This is an optimization exercise on Yosys and OpenROAD, whose aim is small area and a short achievable clock period, not a production implementation. The RTL was checked by simulation tests, not by an equivalence proof against the original design. Power is estimated from default activity; no workload was simulated.

File: design/flow/run.sh
#!/bin/bash
# synth_recipe.tcl (not shown) runs the flow's synth.tcl, then flattens the netlist and writes it again
# the make line also repeats each setting of config.mk as NAME=value (left out here)
make -C /OpenROAD-flow-scripts/flow DESIGN_CONFIG=/design/flow/config.mk WORK_HOME=/design/flow/orfs CLKGATE_MAP_FILE= SYNTH_SCRIPT=/design/flow/synth_recipe.tcl finish
File: design/flow/config.mk
export PLATFORM = sky130hd
export DESIGN_NAME = burst_coalescer
export DESIGN_NICKNAME = burst_coalescer
export VERILOG_FILES = /design/flow/design.v
export SDC_FILE = /design/flow/constraint.sdc
export NUM_CORES = 4
export LEC_CHECK = 0
export CAP_MARGIN = 20
export CORE_MARGIN = 2
export CORE_UTILIZATION = 55
export CTS_CLUSTER_DIAMETER = 60
export CTS_CLUSTER_SIZE = 24
export PLACE_DENSITY = 0.7
export SETUP_SLACK_MARGIN = 3.3
export SLEW_MARGIN = 20
export TNS_END_PERCENT = 10
File: design/flow/constraint.sdc
create_clock -name core_clock -period 5.5 [get_ports {clock}]
set_input_delay 1.1000 -clock core_clock [delete_from_list [all_inputs] [get_ports {clock}]]
set_output_delay 1.1000 -clock core_clock [all_outputs]
set_load 0.01 [all_outputs]
File: design/flow/design.v
package bc_addr_pkg;
    typedef logic [16-1:0] word_addr_t;
    typedef logic [5-1:0] burstcount_t;
endpackage
package bc_ctrl_pkg;
    typedef enum logic {
        CAPT_EMPTY,
        CAPT_HELD
    } capt_state_e;
    typedef enum logic {
        REP_IDLE,
        REP_IN_BURST
    } rep_state_e;
endpackage
`timescale 1ns/1ps
module word_addr_adder (
    input  logic                                    clock,
    input  logic                                    aclrn,
    input  logic                                    i_valid,
    input  bc_addr_pkg::word_addr_t                              i_base_addr,
    input  logic [1:0]                              i_add_to_base_addr,
    output logic                                    o_valid,       
    output logic [(((16 / 2) < 5) ? 
                                 5 : (16 / 2))-1:0]               o_addr_lo,
    output logic [16-1:(((16 / 2) < 5) ? 
                                 5 : (16 / 2))] o_addr_hi      
);
    localparam int HI_W = 16 - (((16 / 2) < 5) ? 
                                 5 : (16 / 2));
    logic [(((16 / 2) < 5) ? 
                                 5 : (16 / 2)):0] sum_lo;      
    logic [HI_W-1:0]         base_hi;     
    always_ff @(posedge clock or negedge aclrn) begin
        if (!aclrn) begin
            o_valid <= 1'b0;
        end else begin
            o_valid <= i_valid;
        end
    end
    always_ff @(posedge clock) begin
        sum_lo  <= i_base_addr[(((16 / 2) < 5) ? 
                                 5 : (16 / 2))-1:0] + ((((16 / 2) < 5) ? 
                                 5 : (16 / 2)) + 1)'(i_add_to_base_addr);
        base_hi <= i_base_addr[16-1:(((16 / 2) < 5) ? 
                                 5 : (16 / 2))];
        o_addr_hi <= base_hi + HI_W'(sum_lo[(((16 / 2) < 5) ? 
                                 5 : (16 / 2))]);
    end
    assign o_addr_lo = sum_lo[(((16 / 2) < 5) ? 
                                 5 : (16 / 2))-1:0];     
endmodule
`timescale 1ns/1ps
module burst_builder (
    input  logic                                    clock,
    input  logic                                    aclrn,
    input  logic                                    i_valid,
    input  logic [(((16 / 2) < 5) ? 
                                 5 : (16 / 2))-1:0]               i_addr_lo,     
    input  logic [16-1:(((16 / 2) < 5) ? 
                                 5 : (16 / 2))] i_addr_hi,     
    input  logic                                    i_disable_timeout,
    output logic                                    o_burst_valid,
    output bc_addr_pkg::word_addr_t                              o_burst_addr,
    output logic [3:0]                              o_burst_count    
);
    localparam int BB   = $clog2((1 << (5 - 1)));         
    localparam int TO_W = $clog2(8);
    localparam int HI_W = 16 - (((16 / 2) < 5) ? 
                                 5 : (16 / 2));
    bc_ctrl_pkg::capt_state_e               capt_state;
    logic [(((16 / 2) < 5) ? 
                                 5 : (16 / 2))-1:0] capt_lo;
    logic [BB-1:0]             capt_next_in_burst;    
    logic                      capt_not_at_bound;     
    logic [HI_W-1:0]           capt_hi;
    logic [(((16 / 2) < 5) ? 
                                 5 : (16 / 2))-1:0] capt_next_lo;
    logic                      late_valid;
    logic                      held;
    logic                      cont_valid;            
    logic                      late_cont_valid;
    logic                      match_lo;              
    logic                      late_match;            
    logic                      coal_continue;
    logic                      late_done;
    logic [(((16 / 2) < 5) ? 
                                 5 : (16 / 2))-1:0] late_capt_lo;
    logic                      coal_done;             
    bc_addr_pkg::word_addr_t                coal_addr;
    logic [TO_W-1:0]           idle_cnt;
    logic                      timeout;
    logic                      add_one;
    logic                      load_next;             
    assign held = (capt_state == bc_ctrl_pkg::CAPT_HELD);
    always_ff @(posedge clock or negedge aclrn) begin
        if (!aclrn) begin
            capt_state <= bc_ctrl_pkg::CAPT_EMPTY;
        end else if (i_valid) begin
            capt_state <= bc_ctrl_pkg::CAPT_HELD;
        end else if (timeout) begin
            capt_state <= bc_ctrl_pkg::CAPT_EMPTY;     
        end
    end
    always_ff @(posedge clock) begin
        if (i_valid) begin
            capt_lo            <= i_addr_lo;
            capt_next_in_burst <= i_addr_lo[BB-1:0] + 1'b1;
            capt_not_at_bound  <= ~&i_addr_lo[BB-1:0];     
        end
        if (late_valid) begin
            capt_hi <= i_addr_hi;     
        end
        match_lo     <= (i_addr_lo == capt_next_lo);
        late_match   <= match_lo & (i_addr_hi == capt_hi);     
        late_capt_lo <= capt_lo;
        coal_addr    <= {capt_hi, late_capt_lo};
    end
    assign capt_next_lo  = {capt_lo[(((16 / 2) < 5) ? 
                                 5 : (16 / 2))-1:BB], capt_next_in_burst};
    assign coal_continue = late_match & late_cont_valid;
    assign timeout = held & ~i_valid & ~i_disable_timeout &
                     (idle_cnt == TO_W'(8 - 1));
    always_ff @(posedge clock or negedge aclrn) begin
        if (!aclrn) begin
            idle_cnt <= '0;
        end else if (i_valid || !held) begin
            idle_cnt <= '0;
        end else if (!i_disable_timeout) begin
            idle_cnt <= idle_cnt + 1'b1;
        end
    end
    always_ff @(posedge clock or negedge aclrn) begin
        if (!aclrn) begin
            late_valid      <= 1'b0;
            cont_valid      <= 1'b0;
            late_cont_valid <= 1'b0;
            late_done       <= 1'b0;
            coal_done       <= 1'b0;
            o_burst_valid   <= 1'b0;
            add_one         <= 1'b0;
            load_next       <= 1'b1;     
            o_burst_count   <= 4'd1;
        end else begin
            late_valid      <= i_valid;
            cont_valid      <= i_valid & held & capt_not_at_bound;
            late_cont_valid <= cont_valid;
            late_done       <= timeout | (i_valid & held);     
            coal_done       <= late_done;
            o_burst_valid   <= coal_done & ~coal_continue;
            add_one         <= coal_done & coal_continue;
            if (coal_done) begin
                load_next <= ~coal_continue;
            end
            if (o_burst_valid) begin
                o_burst_count <= 4'd1;
            end
            if (add_one) begin
                o_burst_count <= o_burst_count + 1'b1;
            end
        end
    end
    always_ff @(posedge clock) begin
        if (coal_done && load_next) begin
            o_burst_addr <= coal_addr;     
        end
    end
endmodule
`timescale 1ns/1ps
module show_ahead_fifo #(
    parameter int WIDTH    = 8,
    parameter int DEPTH    = 16,     
    parameter int AF_LEVEL = 15,     
    parameter int ONE_LSB  = 0,      
    parameter int ONE_W    = 1
) (
    input  logic             clock,
    input  logic             aclrn,
    input  logic             i_wr_req,
    input  logic [WIDTH-1:0] i_wr_data,
    input  logic             i_rd_ack,      
    output logic [WIDTH-1:0] o_rd_data,     
    output logic             o_rd_one,      
    output logic             o_empty,
    output logic             o_almost_full
);
    localparam int SLOTS = DEPTH - 1;
    localparam int PTR_W = $clog2(SLOTS);
    localparam int CNT_W = $clog2(DEPTH + 1);
    logic [WIDTH-1:0] mem [SLOTS];
    logic [PTR_W-1:0] wr_ptr;
    logic [SLOTS-1:0] rd_oh;        
    logic [CNT_W-1:0] count;        
    logic [CNT_W-1:0] count_nx;
    logic             head_from_wr;
    logic             rd_adv;
    logic [WIDTH-1:0] mem_q;
    always_comb begin
        count_nx = count;
        if (i_wr_req && !i_rd_ack) count_nx = count + 1'b1;
        else if (!i_wr_req && i_rd_ack) count_nx = count - 1'b1;
    end
    assign head_from_wr = (count == '0) || ((count == CNT_W'(1)) && i_rd_ack);
    assign rd_adv       = (i_rd_ack && (count != CNT_W'(1))) || (i_wr_req && head_from_wr);
    always_ff @(posedge clock or negedge aclrn) begin
        if (!aclrn) begin
            wr_ptr        <= '0;
            rd_oh         <= SLOTS'(1);
            count         <= '0;
            o_empty       <= 1'b1;
            o_almost_full <= 1'b0;
        end else begin
            if (i_wr_req) wr_ptr <= (wr_ptr == PTR_W'(SLOTS - 1)) ? '0 : wr_ptr + 1'b1;
            if (rd_adv) rd_oh <= {rd_oh[SLOTS-2:0], rd_oh[SLOTS-1]};
            count         <= count_nx;
            o_empty       <= (count_nx == '0);
            o_almost_full <= (count_nx >= CNT_W'(AF_LEVEL));
        end
    end
    for (genvar i = 0; i < SLOTS; i++) begin : g_slot
        always_ff @(posedge clock) begin
            if (i_wr_req && wr_ptr == PTR_W'(i)) begin
                mem[i] <= i_wr_data;
            end
        end
    end
    always_comb begin
        mem_q = '0;
        for (int i = 0; i < SLOTS; i++) begin
            mem_q = mem_q | ({WIDTH{rd_oh[i]}} & mem[i]);
        end
    end
    logic [WIDTH-1:0] head_nx;
    assign head_nx = head_from_wr ? i_wr_data : mem_q;
    always_ff @(posedge clock) begin
        if (head_from_wr || i_rd_ack) begin
            o_rd_data <= head_nx;
            o_rd_one  <= (head_nx[ONE_LSB +: ONE_W] == ONE_W'(1));
        end
    end
endmodule
`timescale 1ns/1ps
module burst_repeater (
    input  logic        clock,
    input  logic        aclrn,
    input  logic        i_rep_empty,
    input  logic [3:0]  i_rep_count,         
    input  logic        i_rep_one,           
    output logic        o_rep_rd_ack,        
    input  logic        i_ctrl_almost_full,
    output logic        o_ctrl_wr_req
);
    bc_ctrl_pkg::rep_state_e  state;
    logic [3:0]  remaining;        
    logic        remaining_eq_two;
    logic        go;               
    logic        is_last;
    assign go      = ~i_rep_empty & ~i_ctrl_almost_full;
    assign is_last = (state == bc_ctrl_pkg::REP_IN_BURST) ? remaining_eq_two
                                             : i_rep_one;
    assign o_rep_rd_ack  = go & is_last;
    assign o_ctrl_wr_req = go;            
    always_ff @(posedge clock or negedge aclrn) begin
        if (!aclrn) begin
            state            <= bc_ctrl_pkg::REP_IDLE;
            remaining        <= '0;
            remaining_eq_two <= 1'b0;
        end else if (go) begin
            if (state == bc_ctrl_pkg::REP_IDLE) begin
                remaining        <= i_rep_count;
                remaining_eq_two <= (i_rep_count == 4'd2);
                if (!i_rep_one) state <= bc_ctrl_pkg::REP_IN_BURST;
            end else begin
                remaining        <= remaining - 1'b1;
                remaining_eq_two <= (remaining == 4'd3);     
                if (remaining_eq_two) state <= bc_ctrl_pkg::REP_IDLE;
            end
        end
    end
endmodule
`timescale 1ns/1ps
module ctrl_queue (
    input  logic        clock,
    input  logic        aclrn,
    input  logic        i_wr_req,
    input  bc_addr_pkg::word_addr_t  i_wr_addr,
    input  logic [3:0]  i_wr_count,           
    input  logic        i_rd_ack,
    output logic        o_empty,
    output bc_addr_pkg::word_addr_t  o_rd_addr,
    output bc_addr_pkg::burstcount_t o_rd_count,
    output logic        o_almost_full,
    output logic        o_disable_timeout     
);
    localparam int DEPTH = 64 - 1;     
    localparam int SLOTS = DEPTH - 1;
    localparam int PTR_W = $clog2(SLOTS);
    localparam int CNT_W = $clog2(64 + 1);
    localparam int WIDTH = 16 + 4;
    logic [WIDTH-1:0] mem [SLOTS];
    logic [WIDTH-1:0] wr_data;
    logic [PTR_W-1:0] wr_ptr;
    logic [SLOTS-1:0] rd_oh;        
    logic [CNT_W-1:0] count;        
    logic [CNT_W-1:0] count_nx;
    logic             head_from_wr;
    logic             rd_adv;
    logic [WIDTH-1:0] mem_q;
    logic [WIDTH-1:0] head_nx;
    logic             not_empty;     
    assign wr_data = {i_wr_count, i_wr_addr};
    assign o_empty = ~not_empty;
    always_comb begin
        count_nx = count;
        if (i_wr_req && !i_rd_ack) count_nx = count + 1'b1;
        else if (!i_wr_req && i_rd_ack) count_nx = count - 1'b1;
    end
    assign head_from_wr = (count == '0) || ((count == CNT_W'(1)) && i_rd_ack);
    assign rd_adv       = (i_rd_ack && (count != CNT_W'(1))) || (i_wr_req && head_from_wr);
    always_ff @(posedge clock or negedge aclrn) begin
        if (!aclrn) begin
            wr_ptr            <= '0;
            rd_oh             <= SLOTS'(1);
            count             <= '0;
            not_empty         <= 1'b0;
            o_almost_full     <= 1'b0;
            o_disable_timeout <= 1'b0;
        end else begin
            if (i_wr_req) wr_ptr <= (wr_ptr == PTR_W'(SLOTS - 1)) ? '0 : wr_ptr + 1'b1;
            if (rd_adv) rd_oh <= {rd_oh[SLOTS-2:0], rd_oh[SLOTS-1]};
            count             <= count_nx;
            not_empty         <= (count_nx != '0);
            o_almost_full     <= (count_nx >= CNT_W'(DEPTH));
            o_disable_timeout <= (count >= CNT_W'(64 / 2));
        end
    end
    for (genvar i = 0; i < SLOTS; i++) begin : g_slot
        always_ff @(posedge clock) begin
            if (i_wr_req && wr_ptr == PTR_W'(i)) begin
                mem[i] <= wr_data;
            end
        end
    end
    always_comb begin
        mem_q = '0;
        for (int i = 0; i < SLOTS; i++) begin
            mem_q = mem_q | ({WIDTH{rd_oh[i]}} & mem[i]);
        end
    end
    assign head_nx = head_from_wr ? wr_data : mem_q;
    always_ff @(posedge clock or negedge aclrn) begin
        if (!aclrn) begin
            o_rd_addr  <= '0;
            o_rd_count <= '0;
        end else if (head_from_wr || i_rd_ack) begin
            o_rd_addr  <= head_nx[16-1:0];
            o_rd_count <= {(head_nx[WIDTH-1:16] == 4'd0), head_nx[WIDTH-1:16]};
        end
    end
endmodule
`timescale 1ns/1ps
module burst_coalescer (
    input  logic        clock,
    input  logic        aclrn,
    input  logic        i_valid,
    input  bc_addr_pkg::word_addr_t  i_base_addr,
    input  logic [1:0]  i_add_to_base_addr,
    output logic        o_almost_full,         
    output logic        o_ctrl_empty,
    input  logic        i_ctrl_rd_ack,
    output bc_addr_pkg::word_addr_t  o_word_address,
    output bc_addr_pkg::burstcount_t o_burstcount,
    output logic        o_disable_timeout
);
    logic                                    addr_valid;
    logic [(((16 / 2) < 5) ? 
                                 5 : (16 / 2))-1:0]               addr_lo;
    logic [16-1:(((16 / 2) < 5) ? 
                                 5 : (16 / 2))] addr_hi;
    logic        burst_valid;
    bc_addr_pkg::word_addr_t  burst_addr;
    logic [3:0]  burst_count;     
    logic        rep_empty;
    logic        rep_rd_ack;
    bc_addr_pkg::word_addr_t  rep_addr;
    logic [3:0]  rep_count;
    logic        rep_one;         
    logic        ctrl_wr_req;
    logic        ctrl_almost_full;
    word_addr_adder u_adder (
        .clock (clock), .aclrn (aclrn),
        .i_valid (i_valid), .i_base_addr (i_base_addr), .i_add_to_base_addr (i_add_to_base_addr),
        .o_valid (addr_valid), .o_addr_lo (addr_lo), .o_addr_hi (addr_hi)
    );
    burst_builder u_builder (
        .clock (clock), .aclrn (aclrn),
        .i_valid (addr_valid), .i_addr_lo (addr_lo), .i_addr_hi (addr_hi),
        .i_disable_timeout (o_disable_timeout),
        .o_burst_valid (burst_valid), .o_burst_addr (burst_addr), .o_burst_count (burst_count)
    );
    show_ahead_fifo #(
        .WIDTH     (4 + 16),
        .DEPTH     (32 - 1),     
        .AF_LEVEL  (32 - (0 + 5)),
        .ONE_LSB   (16),
        .ONE_W     (4)
    ) u_repeat_fifo (
        .clock (clock), .aclrn (aclrn),
        .i_wr_req (burst_valid), .i_wr_data ({burst_count, burst_addr}),
        .i_rd_ack (rep_rd_ack), .o_rd_data ({rep_count, rep_addr}), .o_rd_one (rep_one),
        .o_empty (rep_empty), .o_almost_full (o_almost_full)
    );
    burst_repeater u_repeater (
        .clock (clock), .aclrn (aclrn),
        .i_rep_empty (rep_empty), .i_rep_count (rep_count), .i_rep_one (rep_one),
        .o_rep_rd_ack (rep_rd_ack), .i_ctrl_almost_full (ctrl_almost_full),
        .o_ctrl_wr_req (ctrl_wr_req)
    );
    ctrl_queue u_ctrl_queue (
        .clock (clock), .aclrn (aclrn),
        .i_wr_req (ctrl_wr_req), .i_wr_addr (rep_addr), .i_wr_count (rep_count),
        .i_rd_ack (i_ctrl_rd_ack), .o_empty (o_ctrl_empty),
        .o_rd_addr (o_word_address), .o_rd_count (o_burstcount),
        .o_almost_full (ctrl_almost_full), .o_disable_timeout (o_disable_timeout)
    );
endmodule
==> run summary, run 1 <==
Outcome
The flow ran to the end and the layout has no timing, DRC or antenna violations.

Power
The power share of the clock group is 0.293. Of the total power, registers draw 0.587. VDD sags by at most 382 µV. The share of total power consumed by net switching is 0.267.

The reported net switching power is 9.11 mW. The share of total power dissipated in combinational logic is 0.120. In this run the power density over the cells is 390 nW/µm². Total power for the finished layout comes to 34.1 mW. The leakage power total is between 20 and 30 nW. Internal power comes to 25.0 mW.

Global route
The initial antenna violation count came to 5. The first global-routing pass estimated between 300000 and 400000 µm of wire. The via count of the first global-routing pass is about 44000.

Entering global routing, the biggest net connects 108 pins. The global routing usage summed across all routing layers is 0.379. The sum of overflow across all layers after global routing is 0.

Route
The final route contains 47700 vias. Once detail routing completed, the nets flagged for antenna violations numbered 0. The final layout contains routed wiring with a total length of ~270000 µm. For this run, design rule violations remaining after detail routing come to 0. After the first detailed-routing iteration, the DRC count stood at 9389. The average routed wire per standard cell is 42.6 µm. The count of TritonRoute iterations in the first routing pass is 10. The number of vias per cell is 7.49.

Hold path
The tightest min-delay check is of the input port to asynchronous set/reset pin type.

Yosys
The synthesized design contains 2113 register bits. The dominant cell type by area after synthesis is edfxtp_1. Synthesis handed over a netlist of 4119 instances. The flip-flop cell with the highest count after synthesis is edfxtp_1. The register area share after synthesis is 0.819. The mapped netlist covers approximately 76000 µm². The share of the synthesized area in the top cell type is 0.751. The number of nets produced by synthesis is ~4200. The fraction of registers with async set/reset is 0.0776. The count of warnings emitted by yosys is 7. A synthesized cell averages around 18 µm². The count of flip-flops with a built-in enable after synthesis is 1898.

Yosys attributes the largest share of cell area to edfxtp_1 75%, a22oi_1 6.0%, dfrtp_1 5.2%. The netlist uses 57 different library cells.

Timing
Between clock sinks in the finished design, the worst skew comes to approximately 0.076 ns. The period utilization is 0.465. At the pin with the least slew margin, the transition time is 1.16 ns. Final hold analysis gives a worst-case slack of around 0.2 ns.

Measured against its own limit, the worst slew margin works out to 0.228. Setup violations remaining at the end of the flow were counted as 0. The number of endpoints with negative hold slack in the final report is 0. The number of pins exceeding their max-slew limit in the final report is 0. The maximum achievable frequency is 391 MHz. After layout, the minimum clock period comes to 2.56 ns. Setup repair after global routing could not meet its margin everywhere.

Adding up every negative setup slack in the final design gives 0 ns.

Floorplan
From bottom edge to top edge, the die measures 375 µm. In this run the count of I/O pins placed on the die edge is 46. The initial cell density of the core is 0.553. The die covers between 100000 and 150000 µm². Row generation in the floorplan step produced 136 rows. The placeable core area is about 140000 µm². The chip width is ~380 µm.

CTS
The clock network latency to the later pin of the worst-skew pair is 0.80 ns. Clock-pin slew was measured on the worst setup and hold paths at 0.09 ns. The maximum level of the CTS H-tree is 3.

TritonCTS built the clock tree. The number of clock buffers added by TritonCTS is 116. The cell at the root of the clock tree is clkbuf_16. The clock net sink count is 2113. The deepest clock path buffer count is 3. Buffers inserted to repair hold after CTS numbered 0.

Setup path
The standard cell with the maximum stage delay on the critical path is dfrtp_1. The critical path goes through nor2b_1 > nand2_2 > nor2_4 > buf_4. The required time reported for the critical path endpoint is 5.88 ns.

The critical path launch point type is a flop. The classification of the worst setup path is flop to flop. The family with the most delay on the worst path is simple AND/OR/NAND/NOR gates.

The sum of buffers and inverters on the critical path is 1. The highest fanout seen on the critical path is 17. The maximum single-stage delay on the critical path is between 0.5 and 0.6 ns. The kind of end point of the critical path is a flop. For the worst setup path, the data arrival time is 2.94 ns.

Final layout
The share of post-route cells with drive strength above 1 is 0.220. After routing the design area is between 80000 and 90000 µm². Leaving out fill and tap cells, the most frequent cell in the layout is edfxtp_1. The number of nets in the layout is 4518. Measured on the finished design, the core utilization comes to 0.637. The layout filler cell count is 9112. The area growth from synthesis to layout is 15.2%. The top cell types in the final layout, fill and taps aside, are 1898 x edfxtp_1, 607 x a22oi_1, 273 x buf_4.

Placed design
Routability-driven placement finished with a final weighted congestion of 0.891. The detailed placement HPWL is between 100000 and 150000 µm. Once placement finished, the instance area stood at 79800 µm². Port buffering added between 40 and 50 buffers.

Job
Max-cap violations in this run came to 0.
[power groups by stage]
stage               combinational (mW)  clock [mW]  sequential, mW
CTS                               3.67        9.93            20.0
global route                      4.17        10.5            20.1
finish                            4.10        9.98            20.0
floorplan                         1.38           0            20.6
global placement                  3.29           0            20.3
detailed placement                3.38           0            20.3
[sequential cells by signal (all words and copies together), names as in the netlist, 6 cells and up]
register,flops
u_builder.coal_addr,16
u_builder.capt_lo,8
u_builder.capt_hi,8
u_ctrl_queue.count,7
u_repeat_fifo.mem,600
u_builder.late_capt_lo,8
u_ctrl_queue.o_rd_addr,16
u_builder.o_burst_addr,16
u_adder.sum_lo,9
u_repeat_fifo.o_rd_data,20
u_ctrl_queue.mem,1240
u_ctrl_queue.rd_oh,62
u_adder.base_hi,8
u_repeat_fifo.rd_oh,30
u_ctrl_queue.wr_ptr,6
u_adder.o_addr_hi,8
[cells in the mapped netlist, drive strengths merged, types with 3 or more instances]
cell type,instances
nor2,159
ha,26
buf,44
o22ai,5
mux2i,7
dfstp,5
xor2,15
edfxtp,1898
or2,3
xnor2,32
nor4,41
inv,21
nand2b,7
nand4,144
and3,10
nor3b,4
a22oi,610
a31oi,3
a221oi,155
dfxtp,51
a22o,156
a21oi,33
nor3,23
clkbuf,182
a21o,18
o21ai,22
dfrtp,159
nand3,97
or3,5
or4,3
nor2b,8
nand2,47
mux2,92
a311oi,16
[final cells by class]
class,count,area [µm²],share of cell area
Multi-Input combinational cell,1767,14100,0.161
Clock buffer,150,3180,0.0363
Tap cell,1794,2240,0.0257
Clock inverter,67,818,0.00936
Inverter,21,78.8,0.000902
Timing Repair Buffer,450,4640,0.0531
Antenna cell,5,12.5,0.000143
Sequential cell,2113,62300,0.713
[stage by stage]
step | std cells | setup WS [ns]
2_1_floorplan | 4119 | 3.00
3_3_place_gp | 5953 | 1.67
3_5_place_dp | 5955 | 1.67
4_1_cts | 6307 | 2.93
5_1_grt | 6362 | 2.98
6_report | 6367 | 2.94
[cell families after synthesis]
group | synth area share
flops | 0.819
compound gates | 0.106
simple gates | 0.0379
buf+inv | 0.0128
mux | 0.0146
xor+xnor | 0.00553
fa+ha+maj | 0.00455
[metal layers]
| metal | vias up | share of wire | global-route usage |
|---|---|---|---|
| met5 | - | 0.00039 | 0 |
| met4 | 6 | 0.095 | 0.276 |
| met3 | 1336 | 0.16 | 0.120 |
| met2 | 4971 | 0.43 | 0.561 |
| met1 | 23600 | 0.31 | 0.475 |
| li1 | 17800 | - | - |
[timing repair]
action,CTS,global route
cloned,8,4
setup buffers,127,45
resized for setup,452,80
endpoints found under the setup margin,1676,1483
pin swaps,65,19
[path summary, 6_finish.rpt]
| check | from | endpoint | slack, ns | cells past startpoint |
|---|---|---|---|---|
| min in group core_clock | u_builder.late_capt_lo[0] | u_builder.coal_addr[0] | 0.33 | 0 |
| max in group asynchronous | aclrn | u_ctrl_queue.rd_oh[21] | 4.02 | 2 |
| min | aclrn | u_repeat_fifo.rd_oh[2] | 0.20 | 1 |
| max reg2reg | u_ctrl_queue.wr_ptr[3] | u_ctrl_queue.mem[24][1] | 2.94 | 4 |
| max | u_ctrl_queue.wr_ptr[3] | u_ctrl_queue.mem[24][1] | 2.94 | 4 |
| min reg2reg | u_builder.late_capt_lo[0] | u_builder.coal_addr[0] | 0.33 | 0 |
==> run 2: changes to the inputs <==
--- a/design/flow/config.mk
+++ b/design/flow/config.mk
@@ -13,4 +13,3 @@
 export PLACE_DENSITY = 0.7
 export SETUP_SLACK_MARGIN = 3.3
 export SLEW_MARGIN = 20
-export TNS_END_PERCENT = 10
==> run summary, run 2 <==
Outcome
The flow ran to the end and the layout has no timing, DRC or antenna violations.

Route
Dividing the detail-routed via count by the number of cells gives around 7.7. Detailed routing inserted a total of 49800 vias. The first detailed-routing pass ran for 9 iterations. After detailed routing, the average wire length per cell comes to 43.6 µm. The total wirelength of the detailed-routed design is between 200000 and 300000 µm.

After detailed routing, the number of remaining DRC violations is 0. The count of nets left with antenna violations once routing finished came out at 0. The DRC violation total after the first TritonRoute iteration is approximately 12000.

Timing
Once routing completed, OpenROAD measured the worst setup slack at 2.78 ns. Counting I/O delays and the setup requirement, the final critical path takes 2.72 ns. The number of pins exceeding their max-slew limit in the final report was 0.

In the finished design, the share of the clock period the worst path needs comes to 0.495. The maximum achievable frequency is 368 MHz. The number of endpoints with negative hold slack in the final report came to 0. Setup repair after global routing could not meet its margin everywhere. The remaining max-slew budget at the tightest pin is 0.242. Clock skew on the completed layout was measured at 0.0422 ns.

At the pin with the least slew margin, the transition time is 1.14 ns. Setup violations remaining at the end of the flow were counted as 0. Summed over all failing endpoints, the final setup total negative slack is 0 ns.

Global route
The maximum number of pins on one net before global-route repair is 85. The sum of overflow across all layers after global routing is 0. The met2 capacity usage during global routing is 0.517. The first global-routing pass estimated approximately 360000 µm of wire. The via count of the first global-routing pass is 44800. The global routing usage summed across all routing layers is 0.382. For met1 alone, demand over resource in global routing was 0.513. The layer carrying the most global-route usage is met2.

The initial antenna violation count was 11. The global routing met3 resource utilization is 0.187.

Yosys
The count of flip-flops with a built-in enable after synthesis is 1898. The number of synthesized register bits is 2113. Yosys mapped the design onto 57 distinct sky130hd cell types. Yosys printed 7 warnings. Synthesis handed over a netlist of 4119 instances. The compound-gate portion of the synthesized area is 0.106. The flip-flop cell with the highest count after synthesis is edfxtp_1. The number of nets produced by synthesis is roughly 4200.

For this run, asynchronously set or reset flops after synthesis account for 0.0776. Of the total synthesized cell area, the portion taken by AND, OR, NAND and NOR gates is 0.0379. The leading cell type by number of instances after synthesis is edfxtp_1. After synthesis, the cell types taking the most area are edfxtp_1 75%, a22oi_1 6.0%, dfrtp_1 5.2%. The register area share after synthesis is 0.819.

Each instance of the synthesized netlist takes up on average 18.4 µm². After synthesis, the share of cell area in mux cells is 0.0146. The share of the synthesized area in the top cell type is 0.751. Of the total synthesized cell area, the portion taken by full adders, half adders and majority gates is 0.00455. After synthesis, the largest family of logic cells by area is compound AO/OA/AOI/OAI gates. Of the total synthesized cell area, the portion taken by XOR and XNOR cells is 0.00553.

The commonest cells after synthesis are 1898 x edfxtp_1, 610 x a22oi_1, 182 x clkbuf_1, 159 x dfrtp_1, 158 x nor2_1. The dominant cell type by area after synthesis is edfxtp_1. After synthesis the cells add up to 75800 µm².

Final layout
The final standard cell utilization of the core is 0.661. The largest registers in the layout are u_ctrl_queue.mem (1240), u_repeat_fifo.mem (600), u_ctrl_queue.rd_oh (62). Of the cells placed in the final design, the portion with a size suffix greater than 1 is 0.258. The register bank with the most flops is u_ctrl_queue.mem. The layout filler cell count is 8615. The layout overhead on the synthesized area is 19.6%. Leaving out fill and tap cells, the most frequent cells in the layout are 1898 x edfxtp_1, 604 x a22oi_1, 248 x buf_4.

The commonest non-fill, non-tap cell in the layout is edfxtp_1. After the last flow step, the layout net total stands at 4625. The register with the most flip-flops in the layout has 1240 of them.

Floorplan
The die boundary height is 375 µm. The chip width is 375 µm. The initial cell density of the core is 0.553. The total I/O pin count is 46. The placeable core area is 137000 µm².

The die covers 141000 µm². The number of standard-cell rows in the floorplan is 136.

Power
The peak supply drop is between 300 and 400 µV. The part of the total power dissipated in combinational logic is 0.140. The share of total power consumed by net switching is 0.274. The leakage power total is 29.9 nW. Of the total power, registers draw 0.566. The internal power contribution is roughly 26 mW. The power share of the clock group is 0.293. Dividing total power by cell area gives a power density of 390 nW/µm². Summed over all nets, the switching power comes to between 9 and 10 mW.

Setup path
The critical path launch point type is a flop. Along the worst path, the maximum fanout reaches 10. The required time reported for the critical path endpoint is 5.93 ns.

The data arrival time at the worst-slack endpoint is 3.15 ns. The kind of end point of the critical path is a flop. The worst setup path is of the flop to flop kind.

Job
Max-cap violations in this run came to 0.

CTS
The clock input transition at the sequential cells of the worst setup and hold paths is 0.09 ns. The H-tree was split into 3 levels. Buffers inserted during clock tree synthesis total 120.

The clock tree from TritonCTS is yes. The cell at the root of the clock tree is clkbuf_16. The number of hold buffers added after CTS was 0. The longest clock path from root to sink contains 3 buffers.

The clock network latency to the later pin of the worst-skew pair is 0.81 ns. CTS saw 2113 sinks.

Placed design
The global placement routability congestion is 0.891. The quantity of I/O buffers inserted on ports is 45. The post-place setup slack is 1.69 ns.

The detailed placement HPWL is 142000 µm.

Hold path
The type of the tightest min-delay check is input port to asynchronous set/reset pin.
## run 2: cell count changes in the layout (fill, tap and decap cells not counted), moves of 10 or more
cell / before / now
a221oi_1: 106 / 73
a221oi_2: 48 / 75
buf_12: 50 / 118
buf_4: 273 / 248
buf_6: 73 / 84
buf_8: 16 / 30
dfrtp_1: 78 / 89
dfrtp_2: 53 / 43
mux2_2: 87 / 23
mux2_4: 0 / 69
nor2_2: 42 / 15
nor2_4: 55 / 108
## run 2: area by class of cell
type,count,area (µm²),area share
Sequential cell,2113,62300,0.687
Multi-Input combinational cell,1790,15400,0.170
Timing Repair Buffer,530,6450,0.0711
Clock buffer,147,3260,0.0359
Tap cell,1794,2240,0.0247
Clock inverter,78,948,0.0105
Inverter,21,78.8,0.000869
Antenna cell,12,30.0,0.000331
## run 2: repair_timing
action                                 4_1_cts  5_1_grt
gates resized for setup                    558      274
setup endpoints to repair                 1787     1341
setup buffers                              167      113
pin swaps                                  107      131
endpoints found under the hold margin        0        0
gates cloned                                34       14
## run 2: cells by family after synthesis
| group | after synthesis |
|---|---|
| AO/OA/AOI/OAI | 1028 |
| AND/OR/NAND/NOR | 558 |
| flip-flops | 2113 |
| multiplexers | 99 |
| buffers and inverters | 247 |
| XOR/XNOR | 47 |
| adder cells (fa/ha/maj) | 27 |
## run 2: metal layers
layer,part of all wire,up-vias
met2,0.40,5874
met1,0.32,24600
li1,-,18000
met4,0.071,20
met3,0.21,1299
met5,0.0016,-
## run 2: through the flow
stage	total power, mW	hold WS (ns)	instance area (µm²)	cells
floorplan	22.1	0.310	76400	4119
global placement	23.6	0.314	79700	5913
detailed placement	23.8	0.317	79800	5919
CTS	34.5	0.338	88100	6345
global route	36.0	0.345	90700	6473
finish	35.4	0.317	90700	6485
## run 2: power by group through the flow
stage	Combinational (mW)	Clock [mW]	Sequential (mW)
floorplan	1.52	0	20.6
finish	4.96	10.4	20.1
global route	5.02	10.8	20.1
detailed placement	3.46	0	20.3
CTS	4.17	10.3	20.0
global placement	3.34	0	20.3
## run 2: final timing paths
check                                     startpoint  cells past startpoint                      end  slack (ns)
hold reg to reg            u_builder.late_capt_lo[3]                      0   u_builder.coal_addr[3]        0.33
max in group asynchronous                      aclrn                      2    u_ctrl_queue.rd_oh[3]        3.92
min in group core_clock    u_builder.late_capt_lo[3]                      0   u_builder.coal_addr[3]        0.33
setup / recovery             u_repeat_fifo.wr_ptr[4]                      3  u_repeat_fifo.mem[0][6]        2.78
setup reg to reg             u_repeat_fifo.wr_ptr[4]                      3  u_repeat_fifo.mem[0][6]        2.78
hold / removal                                 aclrn                      1   u_ctrl_queue.wr_ptr[2]        0.32
## run 2: worst max-delay path, stage by stage, from the launching register on
cell and delay [ns]:
dfrtp_1 0.48, nor2b_1 0.28, nand2_1 0.55, nor2_2 1.03

[static timing again, ports no longer ideal]
The results above use ideal ports. As a check the final layouts listed here were re-extracted and re-timed, cells and wires unchanged. Step 1: set_driving_cell puts a clkbuf_16 on clock and a buf_2 on each other input, an assumption about the parent block. Step 2 also shifts input and output timing later by t, the mid clock arrival at the registers, as if the neighbouring blocks saw the same clock. Three values: no drivers, after step 1, after step 2; two values: the first two.
run | shift t [ns] | slack for setup (ns) | worst hold slack (ns) | latest minus earliest clock arrival (ns) | worst slew at a driven data input, ns
run 1 | 0.851 | 2.943 / 2.877 / 2.399 | 0.204 / 0.170 / 0.333 | 0.076 / 0.076 | 0.05
run 2 | 0.870 | 2.779 / 2.779 / 2.748 | 0.317 / 0.277 / 0.332 | 0.050 / 0.050 | 0.04
After both steps setup and hold are still met in every run listed. The setup slack of run 1, which loses most, moves by -0.066 ns with the drivers and by -0.544 ns with both steps.
